From an optimization exercise on the open Yosys and OpenROAD flow, aimed at small area, a short achievable clock period and few clock cycles per item; shortcuts taken in it are not production practice.
Function was not checked in any run shown here: the RTL went through the layout flow alone.
No activity file was given, so power comes from the tool's default toggle rates.

===== flow/run.sh =====
#!/bin/bash
# synth_recipe.tcl (not shown) runs the flow's synth.tcl, then flattens the netlist and writes it again
# the make line also repeats each setting of config.mk as NAME=value (left out here)
make -C /OpenROAD-flow-scripts/flow DESIGN_CONFIG=/design/flow/config.mk WORK_HOME=/design/flow/orfs CLKGATE_MAP_FILE= SYNTH_SCRIPT=/design/flow/synth_recipe.tcl finish

===== flow/config.mk =====
export PLATFORM = sky130hd
export DESIGN_NAME = proportional_text_layout_top
export DESIGN_NICKNAME = proportional_text_layout_top
export VERILOG_FILES = /design/flow/design.v
export SDC_FILE = /design/flow/constraint.sdc
export NUM_CORES = 4
export LEC_CHECK = 0
export CAP_MARGIN = 20
export CORE_MARGIN = 2
export CORE_UTILIZATION = 40
export SLEW_MARGIN = 20

===== flow/constraint.sdc =====
create_clock -name core_clock -period 5.0 [get_ports {clk}]
set_input_delay 1.0000 -clock core_clock [delete_from_list [all_inputs] [get_ports {clk}]]
set_output_delay 1.0000 -clock core_clock [all_outputs]
set_load 0.01 [all_outputs]

===== flow/design.v =====
package ptl_pkg;
	localparam int GLYPH_COUNT = 94;
	localparam int FIRST_CODE  = 33;
	localparam int COORD_BITS  = 16;
	localparam int GIDX_BITS = (GLYPH_COUNT > 1) ? $clog2(GLYPH_COUNT) : 1;
	localparam logic [7:0] CHAR_TAB   = 8'h09;
	localparam logic [7:0] CHAR_NL    = 8'h0A;
	localparam logic [7:0] CHAR_SPACE = 8'h20;
	localparam logic [7:0] CHAR_QMARK = 8'h3F;
	localparam logic [2:0] REG_LETTER = 3'd0;
	localparam logic [2:0] REG_WORD   = 3'd1;
	localparam logic [2:0] REG_LINE   = 3'd2;
	localparam logic [2:0] REG_TAB    = 3'd3;
	localparam logic [2:0] REG_START  = 3'd4;
	localparam logic [1:0] CLS_GLYPH = 2'd0;
	localparam logic [1:0] CLS_SPACE = 2'd1;   
	localparam logic [1:0] CLS_NL    = 2'd2;
	localparam logic [1:0] CLS_TAB   = 2'd3;
	function automatic logic [GIDX_BITS-1:0] glyph_of(input logic [7:0] code);
		if (code >= 8'(FIRST_CODE) && code < 8'(FIRST_CODE + GLYPH_COUNT)) begin
			glyph_of = GIDX_BITS'(code - 8'(FIRST_CODE));
		end else begin
			glyph_of = GIDX_BITS'(CHAR_QMARK - 8'(FIRST_CODE));
		end
	endfunction
endpackage
module ptl_div (
	input  logic [7:0] rem,
	input  logic       bit_in,
	input  logic [7:0] divisor,
	output logic [7:0] rem_next
);
	logic [8:0] trial;
	logic [9:0] diff;
	always_comb begin
		trial = {rem, bit_in};
		diff  = {1'b0, trial} - {2'b0, divisor};
		if (!diff[9]) begin
			rem_next = diff[7:0];
		end else begin
			rem_next = trial[7:0];
		end
	end
endmodule
module proportional_text_layout_top (
	input  logic                            clk,
	input  logic                            arst_n,
	input  logic                            in_valid,
	output logic                            in_ready,
	input  logic                            in_kind,
	input  logic                            in_first_of_text,
	input  logic [7:0]                      in_char_code,
	input  logic [6:0]                      in_width_slot,
	input  logic [7:0]                      in_width_value,
	output logic                            out_valid,
	input  logic                            out_ready,
	output logic [ptl_pkg::COORD_BITS-1:0] out_glyph_x,
	output logic [ptl_pkg::COORD_BITS-1:0] out_glyph_y,
	output logic [ptl_pkg::GIDX_BITS-1:0]  out_glyph_index,
	input  logic                            cfg_we,
	input  logic [2:0]                      cfg_index,
	input  logic [15:0]                     cfg_data
);
	localparam int CB = ptl_pkg::COORD_BITS;
	localparam int GB = ptl_pkg::GIDX_BITS;
	logic [7:0]  letter_q, word_q, line_q, tab_q;
	logic [15:0] start_row_q;
	always_ff @(posedge clk or negedge arst_n) begin
		if (!arst_n) begin
			letter_q    <= 8'd1;
			word_q      <= 8'd6;
			line_q      <= 8'd25;
			tab_q       <= 8'd28;
			start_row_q <= 16'd175;
		end else if (cfg_we) begin
			case (cfg_index)
				ptl_pkg::REG_LETTER: letter_q    <= cfg_data[7:0];
				ptl_pkg::REG_WORD:   word_q      <= cfg_data[7:0];
				ptl_pkg::REG_LINE:   line_q      <= cfg_data[7:0];
				ptl_pkg::REG_TAB:    tab_q       <= cfg_data[7:0];
				ptl_pkg::REG_START:  start_row_q <= cfg_data;
				default: ;
			endcase
		end
	end
	logic          s1_v, s1_load;
	logic [GB-1:0] s1_idx;
	logic [7:0]    s1_val;
	logic          sk_v, sk_load;
	logic [GB-1:0] sk_idx;
	logic [7:0]    sk_val;
	logic          accept;
	logic          in_keep;
	logic [GB-1:0] in_idx;
	logic [7:0]    in_val;
	logic [1:0]    in_cls;
	always_comb begin
		if (in_char_code == ptl_pkg::CHAR_SPACE)    in_cls = ptl_pkg::CLS_SPACE;
		else if (in_char_code == ptl_pkg::CHAR_NL)  in_cls = ptl_pkg::CLS_NL;
		else if (in_char_code == ptl_pkg::CHAR_TAB) in_cls = ptl_pkg::CLS_TAB;
		else                                        in_cls = ptl_pkg::CLS_GLYPH;
	end
	assign in_idx  = in_kind ? in_width_slot : ptl_pkg::glyph_of(in_char_code);
	assign in_val  = in_kind ? in_width_value : {5'd0, in_first_of_text, in_cls};
	assign in_keep = !in_kind || (in_width_slot < 7'(ptl_pkg::GLYPH_COUNT));
	logic [7:0] width_mem [ptl_pkg::GLYPH_COUNT];
	logic [7:0] rd_w;
	always_ff @(posedge clk) begin
		if (s1_v && s1_load) begin
			width_mem[s1_idx] <= s1_val;
		end
	end
	assign rd_w = width_mem[s1_idx];
	logic          s2_v, s2_first, s2_ep;
	logic [1:0]    s2_cls;
	logic [GB-1:0] s2_g;
	logic [7:0]    s2_w;
	logic [7:0]    s2_d;       
	logic [9:0]    s2_e1;      
	logic [9:0]    s2_e2;      
	logic [9:0]    s2_zc;      
	logic [CB-1:0] s2_y;
	logic [CB-1:0] y_q;        
	logic          ep_q;       
	logic          s1_first;
	logic [1:0]    s1_cls, s1_cls_eff;
	logic [7:0]    s1_d;
	logic [CB-1:0] s1_yb, s1_ynl;
	logic [8:0]    s1_ylo;
	logic [7:0]    s1_yhi_inc;
	assign s1_first = s1_val[2];
	assign s1_cls   = s1_val[1:0];
	always_comb begin
		s1_cls_eff = s1_cls;
		case (s1_cls)
			ptl_pkg::CLS_GLYPH: s1_d = letter_q;
			ptl_pkg::CLS_SPACE: s1_d = word_q;
			default: begin
				s1_d = tab_q;
				if (s1_cls == ptl_pkg::CLS_TAB && tab_q == 8'd0) s1_cls_eff = ptl_pkg::CLS_SPACE;
			end
		endcase
	end
	assign s1_yb      = s1_first ? start_row_q : y_q;
	assign s1_ylo     = {1'b0, s1_yb[7:0]} + {1'b0, line_q};
	assign s1_yhi_inc = s1_yb[15:8] + 8'd1;
	assign s1_ynl     = !s1_ylo[8] ? {s1_yb[15:8], s1_ylo[7:0]} :
		(&s1_yb[15:8]) ? {CB{1'b1}} : {s1_yhi_inc, s1_ylo[7:0]};
	logic [CB-1:0] x_q;
	logic          z_q;        
	logic [7:0]    sm_q;       
	logic          rv_q;
	logic          div_busy_q, div_fin_q, div_done_q;
	logic [3:0]    div_cnt_q;
	logic          out_valid_q;
	logic [CB-1:0] out_x_q, out_y_q;
	logic [GB-1:0] out_idx_q;
	logic s2_glyph, s2_nl, s2_tab;
	logic zb, ep_ok, tab_fast, tab_slow, out_block, s2_go, s2_free, s1_go, s1_free;
	assign s2_glyph = (s2_cls == ptl_pkg::CLS_GLYPH);
	assign s2_nl    = (s2_cls == ptl_pkg::CLS_NL);
	assign s2_tab   = (s2_cls == ptl_pkg::CLS_TAB);
	assign zb        = s2_first || z_q;
	assign ep_ok     = (s2_ep == ep_q);
	assign tab_fast  = zb || div_done_q || (rv_q && ep_ok);
	assign tab_slow  = s2_v && s2_tab && !tab_fast;
	assign out_block = s2_glyph && out_valid_q && !out_ready;
	assign s2_go     = s2_v && !out_block && !tab_slow;
	assign s2_free   = !s2_v || s2_go;
	assign s1_go     = s1_v && (s1_load || s2_free);
	assign s1_free   = !s1_v || s1_go;
	assign in_ready = !sk_v && !(s1_v && !s1_load && tab_slow);
	assign accept   = in_valid && in_ready;
	function automatic logic [CB-1:0] pen_add(input logic [CB-1:0] x, input logic [7:0] a,
		input logic [7:0] b, input logic cin);
		logic [8:0] cs_s, cs_c;
		logic [9:0] lo;
		logic [6:0] hi_inc;
		cs_s   = x[8:0] ^ {1'b0, a} ^ {1'b0, b};
		cs_c   = (x[8:0] & {1'b0, a}) | (x[8:0] & {1'b0, b}) | ({1'b0, a} & {1'b0, b});
		lo     = {1'b0, cs_s} + {cs_c, cin};
		hi_inc = x[15:9] + 7'd1;
		if (!lo[9]) begin
			pen_add = {x[15:9], lo[8:0]};
		end else if (&x[15:9]) begin
			pen_add = {CB{1'b1}};
		end else begin
			pen_add = {hi_inc, lo[8:0]};
		end
	endfunction
	logic [CB-1:0] x_adv, x_ctr, x_next;
	assign x_adv = pen_add(x_q, s2_tab ? sm_q : s2_d, s2_glyph ? s2_w : 8'd0, s2_tab);
	assign x_ctr = pen_add(x_q, s2_d, {1'b0, s2_w[7:1]}, 1'b0);
	always_comb begin
		if (s2_nl) begin
			x_next = '0;
		end else if (zb) begin
			x_next = s2_glyph ? CB'(s2_w) : CB'(s2_d);
		end else begin
			x_next = x_adv;
		end
	end
	function automatic logic [10:0] add3(input logic [10:0] a, input logic [10:0] b,
		input logic [10:0] c, input logic cin);
		logic [10:0] cs_s, cs_c;
		cs_s = a ^ b ^ c;
		cs_c = (a & b) | (a & c) | (b & c);
		add3 = cs_s + {cs_c[9:0], cin};
	endfunction
	logic [10:0] sm_base, nw, n0, u1, u2;
	logic [7:0]  sm_red;
	logic        sm_ok;
	assign sm_base = zb ? {s2_zc[9], s2_zc} : {3'b0, sm_q};
	assign nw      = ~{3'b0, s2_glyph ? s2_w : 8'd0};
	assign n0      = add3({3'b0, s2_d}, {3'b0, s2_glyph ? s2_w : 8'd0}, ~sm_base, 1'b0);
	assign u1      = add3(sm_base, {s2_e1[9], s2_e1}, nw, 1'b1);
	assign u2      = add3(sm_base, {s2_e2[9], s2_e2}, nw, 1'b1);
	always_comb begin
		sm_ok = 1'b1;
		if (n0[10])       sm_red = ~n0[7:0];
		else if (!u1[10]) sm_red = u1[7:0];
		else if (!u2[10]) sm_red = u2[7:0];
		else begin
			sm_red = sm_q;
			sm_ok  = 1'b0;
		end
	end
	logic [7:0] div_rem_next;
	ptl_div u_div (
		.rem      (sm_q),
		.bit_in   (x_q[4'd15 - div_cnt_q]),
		.divisor  (s2_d),
		.rem_next (div_rem_next)
	);
	always_ff @(posedge clk or negedge arst_n) begin
		if (!arst_n) begin
			s1_v        <= 1'b0;
			sk_v        <= 1'b0;
			s2_v        <= 1'b0;
			y_q         <= CB'(175);
			x_q         <= '0;
			z_q         <= 1'b1;
			sm_q        <= 8'd27;
			rv_q        <= 1'b1;
			ep_q        <= 1'b0;
			div_busy_q  <= 1'b0;
			div_fin_q   <= 1'b0;
			div_done_q  <= 1'b0;
			div_cnt_q   <= '0;
			out_valid_q <= 1'b0;
		end else begin
			if (s1_free) begin
				if (sk_v) begin
					s1_v <= 1'b1;
					sk_v <= 1'b0;
				end else begin
					s1_v <= accept && in_keep;
				end
			end else if (accept && in_keep) begin
				sk_v <= 1'b1;
			end
			if (s2_free) begin
				s2_v <= s1_v && !s1_load;
				if (s1_v && !s1_load) begin
					y_q <= (s1_cls == ptl_pkg::CLS_NL) ? s1_ynl : s1_yb;
				end
			end
			if (out_ready) begin
				out_valid_q <= 1'b0;
			end
			if (s2_go) begin
				x_q <= x_next;
				if (s2_glyph) begin
					out_valid_q <= 1'b1;
				end
				if (s2_nl) begin
					z_q  <= 1'b1;
					sm_q <= tab_q - 8'd1;
					rv_q <= 1'b1;
				end else if (s2_tab) begin
					z_q        <= 1'b0;
					sm_q       <= tab_q - 8'd1;
					rv_q       <= ep_ok;
					div_done_q <= 1'b0;
				end else begin
					z_q  <= zb && ((s2_glyph ? s2_w : s2_d) == 8'd0);
					sm_q <= sm_red;
					rv_q <= (zb || rv_q) && sm_ok && ep_ok;
				end
			end else if (tab_slow) begin
				if (div_fin_q) begin
					div_fin_q  <= 1'b0;
					div_done_q <= 1'b1;
					sm_q       <= s2_d + ~sm_q;
				end else if (!div_busy_q) begin
					div_busy_q <= 1'b1;
					div_cnt_q  <= '0;
					sm_q       <= 8'd0;
				end else begin
					div_cnt_q <= div_cnt_q + 4'd1;
					sm_q      <= div_rem_next;
					if (div_cnt_q == 4'd15) begin
						div_busy_q <= 1'b0;
						div_fin_q  <= 1'b1;
					end
				end
			end
			if (cfg_we && cfg_index == ptl_pkg::REG_TAB) begin
				rv_q <= 1'b0;
				ep_q <= !ep_q;
			end
		end
	end
	always_ff @(posedge clk) begin
		if (s1_free) begin
			if (sk_v) begin
				s1_load <= sk_load;
				s1_idx  <= sk_idx;
				s1_val  <= sk_val;
			end else begin
				s1_load <= in_kind;
				s1_idx  <= in_idx;
				s1_val  <= in_val;
			end
		end else if (!sk_v) begin
			sk_load <= in_kind;
			sk_idx  <= in_idx;
			sk_val  <= in_val;
		end
		if (s2_free) begin
			s2_first <= s1_first;
			s2_cls   <= s1_cls_eff;
			s2_g     <= s1_idx;
			s2_w     <= rd_w;
			s2_d     <= s1_d;
			s2_e1    <= {2'b0, tab_q} - {2'b0, s1_d};
			s2_e2    <= {1'b0, tab_q, 1'b0} - {2'b0, s1_d};
			s2_zc    <= {2'b0, tab_q} - 10'd1 + ((s1_cls == ptl_pkg::CLS_GLYPH) ? {2'b0, s1_d} : 10'd0);
			s2_ep    <= ep_q;
			s2_y     <= s1_yb;
		end
		if (s2_go && s2_glyph) begin
			out_x_q   <= zb ? CB'(s2_w[7:1]) : x_ctr;
			out_y_q   <= s2_y;
			out_idx_q <= s2_g;
		end
	end
	assign out_valid       = out_valid_q;
	assign out_glyph_x     = out_x_q;
	assign out_glyph_y     = out_y_q;
	assign out_glyph_index = out_idx_q;
endmodule

==> results of run 1 <==
power groups by stage:
stage	Sequential [W]	Combinational (W)	Clock, W
CTS	0.0113	0.0134	0.00761
finish	0.0113	0.0136	0.00750
floorplan	0.0114	0.00913	0
global placement	0.0115	0.0132	0
detailed placement	0.0115	0.0133	0
global route	0.0114	0.0149	0.00792
worst paths after layout:
path	endpoint	slack, ps	cells after the start	from
setup / recovery	sm_q[0]	580	15	s2_first
hold / removal	x_q[7]	360	1	arst_n
setup reg to reg	sm_q[0]	580	15	s2_first
hold reg to reg	out_y_q[11]	420	0	s2_y[11]
max in group asynchronous	start_row_q[3]	3610	2	arst_n
min in group core_clock	out_y_q[11]	420	0	s2_y[11]
layout by cell type (no fill, tap or decap), types with 50 or more instances in the layout:
master | netlist | final
clkdlybuf4s50_1 | 0 | 88
mux2_2 | 100 | 100
dfrtp_1 | 75 | 75
a221oi_1 | 62 | 62
inv_1 | 120 | 120
o21ai_0 | 133 | 133
buf_4 | 9 | 170
xnor2_1 | 50 | 50
clkbuf_16 | 0 | 101
a21oi_1 | 106 | 106
ha_1 | 111 | 111
a22oi_1 | 228 | 228
nand2_1 | 164 | 164
edfxtp_1 | 894 | 894
nand3_1 | 54 | 54
nor2_1 | 200 | 199
registers in the layout, indices dropped and copies added (netlist names), 8 cells and up:
register,cells
width_mem,752
s2_e2,9
x_q,16
tab_q,8
s2_y,16
sm_q,8
s2_w,8
letter_q,8
s2_zc,10
word_q,8
line_q,8
sk_val,8
s2_e1,9
out_y_q,16
s2_d,8
s1_val,8
out_x_q,16
start_row_q,16
y_q,16
cells by family (layout without fill, tap and decap cells):
kind of cell | after synthesis | in the layout | synth area share [%]
buffers and inverters | 280 | 570 | 2.70
AOI/OAI and AO/OA | 818 | 818 | 13.1
adders and majority gates | 146 | 146 | 4.72
xor gates and xnor gates | 87 | 87 | 1.73
and+or+nand+nor | 622 | 622 | 6.68
other | 0 | 1 | 0
muxes | 157 | 157 | 4.23
DFF | 996 | 996 | 66.8
area by class of cell:
class | instances | area [um2] | area share, %
sequential | 996 | 29400 | 57.9
antenna | 1 | 2.50 | 0.00493
inverter | 121 | 454 | 0.894
clock inverter | 61 | 663 | 1.31
clock buffer | 121 | 2610 | 5.14
multi-input combinational | 1830 | 13500 | 26.6
tap | 1414 | 1770 | 3.48
timing repair buffer | 267 | 2360 | 4.64
through the flow:
step	cell area, um2	worst slack [ps]	cells
floorplan	44000	477	3106
global placement	47400	730	4625
detailed placement	47400	638	4625
CTS	50700	554	4807
global route	50800	247	4811
finish	50800	580	4811
per-layer routing:
layer	routed length (um)	global-route usage (%)	up-vias	part of all wire, %
met5	0	0	-	0
met4	3620	6.45	0	3.0
met3	8240	3.16	228	6.7
met2	56900	34.1	1103	47
met1	53400	30.9	14100	44
li1	-	-	12600	-
worst max-delay path: cells and delay by family, from the launching register on:
kind	cells	cell delay [ps]
adder cells (fa/ha/maj)	1	460
AND/OR/NAND/NOR	4	950
buffers and inverters	3	600
flip-flops	1	400
AO/OA/AOI/OAI	5	1500
XOR/XNOR	2	430
==> notes.md, run 1 <==
outcome=no timing/DRC/antenna violations; area leader, netlist=edfxtp_1; Initial Util=between 40% and 50%; top_reg_cell synth=edfxtp_1; top cell type's share of synthesized area=61.0%; switching share of power=between 30% and 40%; drt first pass iters=5; initial antenna violation count=2; Antenna Violating Nets Remaining=0; CP peak stage delay=roughly 530 ps; layout cells sized above 1=between 10% and 20%; Yosys warnings=2; clock skew=around 54 ps; Int Pwr=0.0201 W; core area=approximately 0.11 mm2; Yosys cell types=83; Finish-stage setup viols=0; sequential share of power=a little over a third; Fin Setup TNS=0 ps; Die W=about 340 um; 1st-iter DRT viols=~3100; H-tree levels=3; Final Max Slew Viols=0; crit-path max FO=17; Post-synth ARST share=10.2%; net count after synthesis=3300; Max clock buf depth=3; crit path DAT=~5000 ps; RSZ-0062 raised after global routing=false; Synth top cells by count=edfxtp_1 (894), a22oi_1 (228), nor2_1 (200), nand2_1 (164), o21ai_0 (133); Worst Hold Margin=between 300 and 400 ps; Avg Cell Area, Syn=14.2 um2; CP cell instances=or2_2, buf_4, o21ai_1, xnor2_1, xnor2_1, inv_1, fa_1, and2b_1, o2111ai_1, and4b_1, o22a_1, o41ai_4, buf_4, nand2_1, o31ai_1; Synth Instances=between 3000 and 4000; Std-Cell Rows=121; CTS tree=yes; worst min path class=in -> async; fill count=around 9500; NetSw=~0.012 W; sequential share of the synthesized area=66.8%; first-pass GRT wire length=182 mm; area grow syn2layout=15.4%; CTS hold repair buffers=0; vias in the first global route=between 20000 and 30000; Die H=336 um; post-CTS setup buffers=0; DR vias=28000; WP data required=between 5000 and 6000 ps; clock-pin transition on the worst setup and hold timing paths=roughly 70 ps; gr ovfl total=0; most common cell in the netlist=edfxtp_1; Worst path slowest cell=o41ai_4; overall routing resource usage=21.6%; post-DP HPWL=~80 mm; fmax=about 0.23 GHz; pin slew with the least headroom to its limit=around 1100 ps; # resized after CTS=0; Skew-Pair Late Insertion Delay=700 ps; synthesized cell area=0.0440 mm2; Crit Path Category=reg -> reg; Clk pwr share=23.2%; Leakage=17.8 nW; max_slew headroom=between 20% and 30%; Final period util=between 80% and 90%; combinational fraction of design power=around two fifths; CTS root buffer=clkbuf_16; Setup crit end kind=register; largest net degree at the start of global routing=96; final hold violations=0; Ports=90; vias per std cell=5.83; # clock sinks=996; Critical Path Start Type=register; die area=between 0.1 and 0.15 mm2; # DRC=0; Num CTS Buffers=100; drt total wl=122 mm; VDD IR-drop max=between 400 and 500 uV; pwr dens=637 mW/mm2; gpl congestion=0.882; Yosys reg bits=approximately 1000; Final Core Density=between 40% and 50%; Routed WL per cell=25.4 um; I/O Buffers=89; final net count=around 3500; synth top area cells=edfxtp_1 (61%), dfrtp_1 (4.3%), a22oi_1 (3.9%); Pwr Total=0.0324 W; crit path time final=about 4400 ps; max_cap viols=0; Post-synth EDFFs=894
==> run 2: changes to the inputs <==
--- a/flow/config.mk
+++ b/flow/config.mk
@@ -5,7 +5,9 @@
 export SDC_FILE = /design/flow/constraint.sdc
 export NUM_CORES = 4
 export LEC_CHECK = 0
+export ABC_CLOCK_PERIOD_IN_PS = 2500
 export CAP_MARGIN = 20
 export CORE_MARGIN = 2
 export CORE_UTILIZATION = 40
+export SETUP_SLACK_MARGIN = 2.2
 export SLEW_MARGIN = 20
==> run 2 against run 1 <==
Net effect: count of clock-buffer cells in the layout fell by 2; design area up 8.8%; global-route usage grew 1.6 points; clock power decreased by 2%; largest power group unchanged; highest routed layer unchanged.
==> notes.md, run 2 <==
outcome=no timing/DRC/antenna violations (unchanged); gr busiest metal=met2 (unchanged); Fin Setup TNS=0 ps (unchanged); top_reg_cell synth=edfxtp_1 (unchanged); worst min path class=in -> async (unchanged); Worst path slowest cell=fa_1 (was o41ai_4); sequential share of the synthesized area=66.8% (unchanged); Crit Path Category=reg -> reg (unchanged); Post-Synth Simple-Gate Area=6.68% (unchanged); Synth top cells by count=edfxtp_1 (894), a22oi_1 (228), nor2_1 (200), nand2_1 (164), o21ai_0 (133) (unchanged); Post-synth EDFFs=894 (unchanged); GR Util met2=36.5% (was 34.1%); CP peak stage delay=520 ps (was 530 ps); H-tree levels=3 (unchanged); drt first pass iters=6 (was 5); CP cell instances=or2_4, buf_6, nand2_4, o21ai_4, fa_1, inv_2, fa_2, and2b_1, o2111ai_2, and4b_2, o22a_4, o41ai_4, buf_4, clkbuf_16, nand2_2, o31ai_1 (was or2_2, buf_4, o21ai_1, xnor2_1, xnor2_1, inv_1, fa_1, and2b_1, o2111ai_1, and4b_1, o22a_1, o41ai_4, buf_4, nand2_1, o31ai_1); final net count=3718 (was 3510); Avg Cell Area, Syn=14.2 um2 (unchanged); Routed WL per cell=26.5 um (was 25.4 um); most frequent cells in the layout=edfxtp_1 (894), buf_4 (263), a22oi_1 (202) (was edfxtp_1 (894), a22oi_1 (228), nor2_1 (199)); fmax=0.266 GHz (was 0.226 GHz); largest family of logic cells by synthesized area=compound AO/OA/AOI/OAI gates (unchanged); VDD IR-drop max=465 uV (was 421 uV); core area=0.109 mm2 (unchanged); I/O Buffers=89 (unchanged); max_cap viols=0 (unchanged); final hold violations=0 (unchanged); first-pass GRT wire length=194 mm (was 182 mm); overall routing resource usage=23.2% (was 21.6%); met3 Resource Use GR=4.16% (was 3.16%); # DRC=0 (unchanged); Std-Cell Rows=121 (unchanged); Antenna Violating Nets Remaining=0 (unchanged); Final period util=75.1% (was 88.4%); clock skew=61.5 ps (was 53.6 ps); die area=0.113 mm2 (unchanged); Finish-stage setup viols=0 (unchanged); Largest register FFs=752 (unchanged); Setup crit end kind=register (unchanged); Initial Util=40.4% (unchanged); top cell type's share of synthesized area=61.0% (unchanged); Final Core Density=50.7% (was 46.6%); crit path DAT=4350 ps (was 5010 ps); synth top area cells=edfxtp_1 (61%), dfrtp_1 (4.3%), a22oi_1 (3.9%) (unchanged); post-DP HPWL=81.0 mm (was 80.1 mm); CTS tree=yes (unchanged); Die W=336 um (unchanged); RSZ-0062 raised after global routing=true (was false); Post-synth ARST share=10.2% (unchanged); # clock sinks=996 (unchanged); largest net degree at the start of global routing=96 (unchanged); drt total wl=133 mm (was 122 mm); Skew-Pair Late Insertion Delay=720 ps (was 700 ps); Ports=90 (unchanged); crit path time final=3750 ps (was 4420 ps); 1st-iter DRT viols=3287 (was 3119); Worst Hold Margin=380 ps (was 359 ps); dpl cells=4602 (was 4625); pwr dens=661 mW/mm2 (was 637 mW/mm2); Yosys warnings=2 (unchanged); vias per std cell=5.88 (was 5.83); Non-Filler Instances=5024 (was 4811); DR vias=29500 (was 28000); Num CTS Buffers=100 (unchanged); WP data required=5600 ps (was 5590 ps); gr ovfl total=0 (unchanged); Die H=336 um (unchanged); reg2reg setup slack=1250 ps (was 580 ps); area leader, netlist=edfxtp_1 (unchanged); XOR/XNOR share of the synthesized area=1.73% (unchanged); max_slew headroom=24.0% (was 27.1%); net count after synthesis=3300 (unchanged); synthesized cell area=0.0440 mm2 (unchanged); met1 Usage GRT=32.4% (was 30.9%); initial antenna violation count=2 (unchanged); Leakage=19.4 nW (was 17.8 nW); post-synthesis mux area share=4.23% (unchanged); Critical Path Start Type=register (unchanged); vias in the first global route=28700 (was 27200); commonest non-fill, non-tap cell in the layout=edfxtp_1 (unchanged); crit-path max FO=8 (was 17); layout cells sized above 1=28.8% (was 14.3%); Yosys cell types=83 (unchanged); gpl congestion=0.886 (was 0.882); CTS hold repair buffers=0 (unchanged); Largest Register=width_mem (unchanged); Final Max Slew Viols=0 (unchanged); area grow syn2layout=25.5% (was 15.4%); Compound-Gate Fraction of Synth Area=13.1% (unchanged); most common cell in the netlist=edfxtp_1 (unchanged); pin slew with the least headroom to its limit=1140 ps (was 1090 ps); Max clock buf depth=3 (unchanged); post-synthesis adder-cell area fraction=4.72% (unchanged); Yosys reg bits=996 (unchanged); Synth Instances=3106 (unchanged); clock-pin transition on the worst setup and hold timing paths=70 ps (about the same); CTS root buffer=clkbuf_16 (unchanged)
run 2: area by class of cell:
cell class                      count  area, um2
Antenna cell                        3       7.51
Sequential cell                   996      29400
Inverter                          121        462
Fill cell                        9172      53700
Clock buffer                      119       2570
Multi-Input combinational cell   1836      15700
Tap cell                         1414       1770
Timing Repair Buffer              469       4720
Clock inverter                     66        617
run 2: stage by stage:
step                      total power, W  instance area [um2]  setup WS [ps]
after floorplan                   0.0210                44500            965
after global placement            0.0251                47500            529
after detailed placement          0.0252                47600            421
after CTS                         0.0351                53900           1280
after global routing              0.0384                55300           1110
final                             0.0365                55300           1250
run 2: what timing repair did:
item	in CTS	in global routing
buffers inserted	155	63
endpoints found under the setup margin	888	217
resized for setup	379	187
cloned	15	1
pin swaps	110	112
run 2: power breakdown:
part | total (W) | switching, W | internal [W]
Combinational | 0.0179 | 0.0102 | 0.00773
Sequential | 0.0113 | 0.000697 | 0.0106
Clock | 0.00733 | 0.00330 | 0.00403
run 2: cells by family after synthesis:
group,after synthesis
multiplexers,157
buffers and inverters,280
flip-flops,996
AND/OR/NAND/NOR,622
XOR/XNOR,87
adder cells (fa/ha/maj),146
AO/OA/AOI/OAI,818
run 2: worst paths after layout:
kind                       startpoint          to  cells after the start
setup reg to reg             s2_first     sm_q[3]                     16
min in group core_clock       s2_y[0]  out_y_q[0]                      0
hold / removal                 arst_n     x_q[15]                      1
hold reg to reg               s2_y[0]  out_y_q[0]                      0
setup / recovery             s2_first     sm_q[3]                     16
max in group asynchronous      arst_n      y_q[1]                      2
run 2: per-layer routing:
metal	vias up	wire length, um
li1	13000	-
met1	15000	55700
met2	1295	62200
met3	266	10800
met4	0	4610
met5	-	0
run 2: critical path, delay by kind of cell (launching register included):
family                     cells  cell delay, ps
AOI/OAI and AO/OA              5             840
adders and majority gates      2             880
buffers and inverters          4             550
DFF                            1             420
and+or+nand+nor                5             960
==> run 3: changes to the inputs <==
--- a/flow/design.v
+++ b/flow/design.v
@@ -103,14 +103,38 @@
 	assign in_idx  = in_kind ? in_width_slot : ptl_pkg::glyph_of(in_char_code);
 	assign in_val  = in_kind ? in_width_value : {5'd0, in_first_of_text, in_cls};
 	assign in_keep = !in_kind || (in_width_slot < 7'(ptl_pkg::GLYPH_COUNT));
-	logic [7:0] width_mem [ptl_pkg::GLYPH_COUNT];
-	logic [7:0] rd_w;
+	localparam int N = ptl_pkg::GLYPH_COUNT;
+	logic [N*8-1:0] ring_q;
+	logic [GB-1:0]  t_q, t_nx;
+	logic           ring_we;
+	logic [7:0]     rd_w;
+	assign t_nx    = (t_q == GB'(N - 1)) ? '0 : t_q + 1'b1;
+	assign ring_we = s1_v && s1_load && (s1_idx == t_q);
 	always_ff @(posedge clk) begin
-		if (s1_v && s1_load) begin
-			width_mem[s1_idx] <= s1_val;
+		ring_q <= {ring_we ? s1_val : ring_q[7:0], ring_q[N*8-1:8]};
+	end
+	always_comb begin
+		rd_w = 8'd0;
+		for (int i = 0; i < N; i++) begin
+			if (s1_idx == GB'(i)) rd_w = ring_q[i*8 +: 8];
 		end
 	end
-	assign rd_w = width_mem[s1_idx];
+	function automatic logic [GB-1:0] mod_sub(input logic [GB-1:0] a, input logic [GB-1:0] b);
+		logic [GB:0] d;
+		d = {1'b0, a} - {1'b0, b};
+		mod_sub = d[GB] ? d[GB-1:0] + GB'(N) : d[GB-1:0];
+	endfunction
+	function automatic logic [GB-1:0] mod_add(input logic [GB-1:0] a, input logic [GB-1:0] b);
+		logic [GB:0] s;
+		s = {1'b0, a} + {1'b0, b};
+		mod_add = (s >= (GB+1)'(N)) ? GB'(s - (GB+1)'(N)) : s[GB-1:0];
+	endfunction
+	logic          src_kind;
+	logic [GB-1:0] src_idx;
+	logic [7:0]    src_val;
+	assign src_kind = sk_v ? sk_load : in_kind;
+	assign src_idx  = sk_v ? sk_idx : in_idx;
+	assign src_val  = sk_v ? sk_val : in_val;
 	logic          s2_v, s2_first, s2_ep;
 	logic [1:0]    s2_cls;
 	logic [GB-1:0] s2_g;
@@ -167,7 +191,7 @@
 	assign out_block = s2_glyph && out_valid_q && !out_ready;
 	assign s2_go     = s2_v && !out_block && !tab_slow;
 	assign s2_free   = !s2_v || s2_go;
-	assign s1_go     = s1_v && (s1_load || s2_free);
+	assign s1_go     = s1_v && (s1_load ? (s1_idx == t_q) : s2_free);
 	assign s1_free   = !s1_v || s1_go;
 	assign in_ready = !sk_v && !(s1_v && !s1_load && tab_slow);
 	assign accept   = in_valid && in_ready;
@@ -236,6 +260,7 @@
 		if (!arst_n) begin
 			s1_v        <= 1'b0;
 			sk_v        <= 1'b0;
+			t_q         <= '0;
 			s2_v        <= 1'b0;
 			y_q         <= CB'(175);
 			x_q         <= '0;
@@ -249,6 +274,7 @@
 			div_cnt_q   <= '0;
 			out_valid_q <= 1'b0;
 		end else begin
+			t_q <= t_nx;
 			if (s1_free) begin
 				if (sk_v) begin
 					s1_v <= 1'b1;
@@ -313,16 +339,13 @@
 	end
 	always_ff @(posedge clk) begin
 		if (s1_free) begin
-			if (sk_v) begin
-				s1_load <= sk_load;
-				s1_idx  <= sk_idx;
-				s1_val  <= sk_val;
-			end else begin
-				s1_load <= in_kind;
-				s1_idx  <= in_idx;
-				s1_val  <= in_val;
-			end
-		end else if (!sk_v) begin
+			s1_load <= src_kind;
+			s1_idx  <= src_kind ? src_idx : mod_sub(src_idx, t_nx);
+			s1_val  <= src_val;
+		end else if (!s1_load) begin
+			s1_idx <= (s1_idx == '0) ? GB'(N - 1) : s1_idx - 1'b1;
+		end
+		if (!s1_free && !sk_v) begin
 			sk_load <= in_kind;
 			sk_idx  <= in_idx;
 			sk_val  <= in_val;
@@ -330,7 +353,7 @@
 		if (s2_free) begin
 			s2_first <= s1_first;
 			s2_cls   <= s1_cls_eff;
-			s2_g     <= s1_idx;
+			s2_g     <= mod_add(s1_idx, t_q);
 			s2_w     <= rd_w;
 			s2_d     <= s1_d;
 			s2_e1    <= {2'b0, tab_q} - {2'b0, s1_d};
==> run 3 against run 2 <==
Net effect: global-route usage rose by 1.7 points; sequential share of layout area shrank 13 points; count of clock-buffer cells in the layout is 22 higher; flip-flop and latch count increased by 7; die area down 5.4%; synthesized cell count is 29% higher; via count grew 16%; clock power up 11%; maximum frequency down 4.2%; first-iteration DRC count decreased by 6.5%.
==> notes.md, run 3 <==
Avg Cell Area, Syn=10.4 um2 (was 14.2 um2); gr ovfl total=0 (unchanged); commonest non-fill, non-tap cell in the layout=dfxtp_1 (was edfxtp_1); Std-Cell Rows=118 (was 121); Setup crit end kind=register (unchanged); H-tree levels=3 (unchanged); synthesized cell area=0.0416 mm2 (was 0.0440 mm2); net count after synthesis=4223 (was 3300); Hold Path Depth=0; CTS root buffer=clkbuf_16 (unchanged); largest net degree at the start of global routing=49 (was 96); Largest Register=ring_q (was width_mem); Ports=90 (unchanged); Critical Path Start Type=register (unchanged); DR vias=34400 (was 29500); RSZ-0062 raised after global routing=true (unchanged); Antenna Violating Nets Remaining=0 (unchanged); clock-pin transition on the worst setup and hold timing paths=70 ps (about the same); Pwr Total=0.0398 W (was 0.0365 W); core area=0.103 mm2 (was 0.109 mm2); area grow syn2layout=31.7% (was 25.5%); fill count=8942 (was 9172); Yosys warnings=2 (unchanged); Reg-to-Reg Start=s1_idx[0] (was s2_first); outcome=no timing/DRC/antenna violations (unchanged); Yosys reg bits=1003 (was 996); Initial Util=40.3% (was 40.4%); Num CTS Buffers=102 (was 100); Largest register FFs=752 (unchanged); pin slew with the least headroom to its limit=1030 ps (was 1140 ps); crit-path max FO=7 (was 8); drt first pass iters=6 (unchanged); CTS tree=yes (unchanged); pwr dens=726 mW/mm2 (was 661 mW/mm2); worst min path class=reg -> reg (was in -> async); # clock sinks=1003 (was 996); area leader, netlist=dfxtp_1 (was edfxtp_1); initial antenna violation count=1 (was 2); max_slew headroom=31.1% (was 24.0%); post-DP HPWL=97.9 mm (was 81.0 mm); overall routing resource usage=24.9% (was 23.2%); Die H=327 um (was 336 um); critical path endpoint=s2_w[3] (was sm_q[3]); Final Max Slew Viols=0 (unchanged); fmax=0.255 GHz (was 0.266 GHz); synth top area cells=dfxtp_1 (36%), edfxtp_1 (10%), dfrtp_1 (4.9%) (was edfxtp_1 (61%), dfrtp_1 (4.3%), a22oi_1 (3.9%)); Post-synth EDFFs=142 (was 894); WP data required=5420 ps (was 5600 ps); Skew-Pair Late Insertion Delay=710 ps (was 720 ps); vias per std cell=5.73 (was 5.88); Setup crit start=s1_idx[0] (was s2_first); clock skew=47.5 ps (was 61.5 ps); final hold violations=0 (unchanged); die area=0.107 mm2 (was 0.113 mm2); Final period util=78.4% (was 75.1%); Max clock buf depth=3 (unchanged); most frequent cells in the layout=dfxtp_1 (752), buf_4 (400), nand2_1 (282) (was edfxtp_1 (894), buf_4 (263), a22oi_1 (202)); Finish-stage setup viols=0 (unchanged); first-pass GRT wire length=207 mm (was 194 mm); max_cap viols=0 (unchanged); layout cells sized above 1=28.7% (was 28.8%); vias in the first global route=33600 (was 28700); Synth Instances=3996 (was 3106); Post-synth ARST share=10.9% (was 10.2%); top cell type's share of synthesized area=36.2% (was 61.0%); 1st-iter DRT viols=3073 (was 3287); diodes inserted=0 (was 3); Die W=327 um (was 336 um); top_reg_cell synth=dfxtp_1 (was edfxtp_1); Synth top cells by count=dfxtp_1 (752), nand2_1 (321), nor2_1 (316), a21oi_1 (235), inv_1 (220) (was edfxtp_1 (894), a22oi_1 (228), nor2_1 (200), nand2_1 (164), o21ai_0 (133)); drt total wl=139 mm (was 133 mm); Yosys cell types=108 (was 83); I/O Buffers=89 (unchanged); Leakage=22.4 nW (was 19.4 nW); gpl congestion=0.916 (was 0.886); Routed WL per cell=23.1 um (was 26.5 um); VDD IR-drop max=958 uV (was 465 uV); Reg2Reg Depth=13 (was 16); Crit Path Category=reg -> reg (unchanged); most common cell in the netlist=dfxtp_1 (was edfxtp_1); reg2reg setup slack=1080 ps (was 1250 ps); final net count=4770 (was 3718); Fin Setup TNS=0 ps (unchanged); sequential share of the synthesized area=53.1% (was 66.8%); crit path DAT=4330 ps (was 4350 ps); multi-input logic area=0.0212 mm2 (was 0.0157 mm2); crit path time final=3920 ps (was 3750 ps); CTS hold repair buffers=0 (unchanged); critical register-to-register path endpoint=s2_w[3] (was sm_q[3]); Sequential cell area=0.0221 mm2 (was 0.0294 mm2); # DRC=0 (unchanged)
-- run 3: cell type report --
| type | count | share of cell area, % |
|---|---|---|
| Clock inverter | 48 | 1.09 |
| Multi-Input combinational cell | 2624 | 38.8 |
| Sequential cell | 1003 | 40.3 |
| Timing Repair Buffer | 591 | 9.66 |
| Tap cell | 1380 | 3.15 |
| Clock buffer | 141 | 5.51 |
| Inverter | 221 | 1.54 |
-- run 3: how the worst min path moves through the flow --
| stage | slack (ps) | from | to |
|---|---|---|---|
| 2_1_floorplan | 320 | ring_q[377] | ring_q[369] |
| 3_3_place_gp | 330 | ring_q[377] | ring_q[369] |
| 3_5_place_dp | 330 | ring_q[10] | ring_q[2] |
| 4_1_cts | 320 | ring_q[298] | ring_q[290] |
| 5_1_grt | 330 | ring_q[298] | ring_q[290] |
| 6_report | 320 | ring_q[298] | ring_q[290] |
-- run 3: per-stage QoR --
step / hold WS [ps] / setup slack [ps] / util, % / cells / area, um2
after floorplan: 323 / 750 / - / 3996 / 42500
after global placement: 327 / 26.8 / 44.6 / 5556 / 46100
after detailed placement: 332 / -13.4 / 44.6 / 5556 / 46100
after CTS: 322 / 1120 / 50.5 / 5889 / 52200
after global routing: 327 / 878 / 53.0 / 6008 / 54800
final: 319 / 1080 / 53.0 / 6008 / 54800
-- run 3: report_power, final --
group / leakage [nW] / switching, W / internal [W]
Clock: 1.78 / 0.00339 / 0.00474
Sequential: 8.76 / 0.000755 / 0.00957
Combinational: 11.9 / 0.0117 / 0.00967
Total: 22.4 / 0.0158 / 0.0240
-- run 3: layer usage --
layer  part of all wire, %  GRT usage (%)  up-vias
li1                      -              -    15800
met1                    43           33.9    17000
met2                    47           40.6     1385
met3                   7.0           3.98      260
met4                   3.1           8.00        0
met5                     0              0        -
-- run 3: what timing repair did --
item	CTS	global route
resized for setup	338	341
gates cloned	6	3
setup endpoints to repair	204	112
hold endpoints to repair	0	0
pin swaps	127	185
setup buffers	138	116
-- run 3: logic make-up (layout without fill, tap and decap cells) --
kind of cell             Yosys count  count (layout)  share of synthesized area [%]
AND/OR/NAND/NOR                 1155            1159                           13.9
AO/OA/AOI/OAI                   1053            1055                           17.3
flip-flops                      1003            1003                           53.1
buffers and inverters            375            1001                           3.81
adder cells (fa/ha/maj)          178             178                           6.29
multiplexers                     130             130                           3.53
XOR/XNOR                         102             102                           2.16
-- run 3: worst max-delay path, cell delays in order (launching register included) --
cell and delay, ps:
edfxtp_1 480, buf_6 160, ha_4 210, buf_4 150, nand2_4 140, buf_4 210, nand3_1 190, buf_4 220
o221ai_4 240, o2111ai_4 220, or4b_4 620, a2111oi_4 460, a211oi_2 140, buf_4 180

==> port drivers added, routing unchanged <==
No port has a modelled driver above. Below, the same layouts with a new extraction and two added sets of constraints.
Step 1, drivers: a clkbuf_16 drives clk and a buf_2 each remaining input, both assumed.
Step 2 adds t to the input delays and takes it off the output delays; t is the mean of the earliest and latest rising clock arrival at the registers after step 1. Input paths then give back, and output paths get back, about the clock's delay inside the block.
a / b / c = ideal ports / drivers / drivers and shift; a / b = the first two.
run	shift t [ns]	slack for setup (ns)	worst register clock-pin slew, ns	worst slew at a driven data input, ns
run 1	0.734	0.580 / 0.580 / 0.580	0.07 / 0.07	0.07
run 2	0.761	1.247 / 1.247 / 1.247	0.07 / 0.07	0.07
run 3	0.751	1.082 / 1.082 / 0.517	0.07 / 0.07	0.08
After both steps setup and hold are still met in every run listed. The setup slack of run 3, which loses most, moves by 0.000 ns with the drivers and by -0.565 ns with both steps.
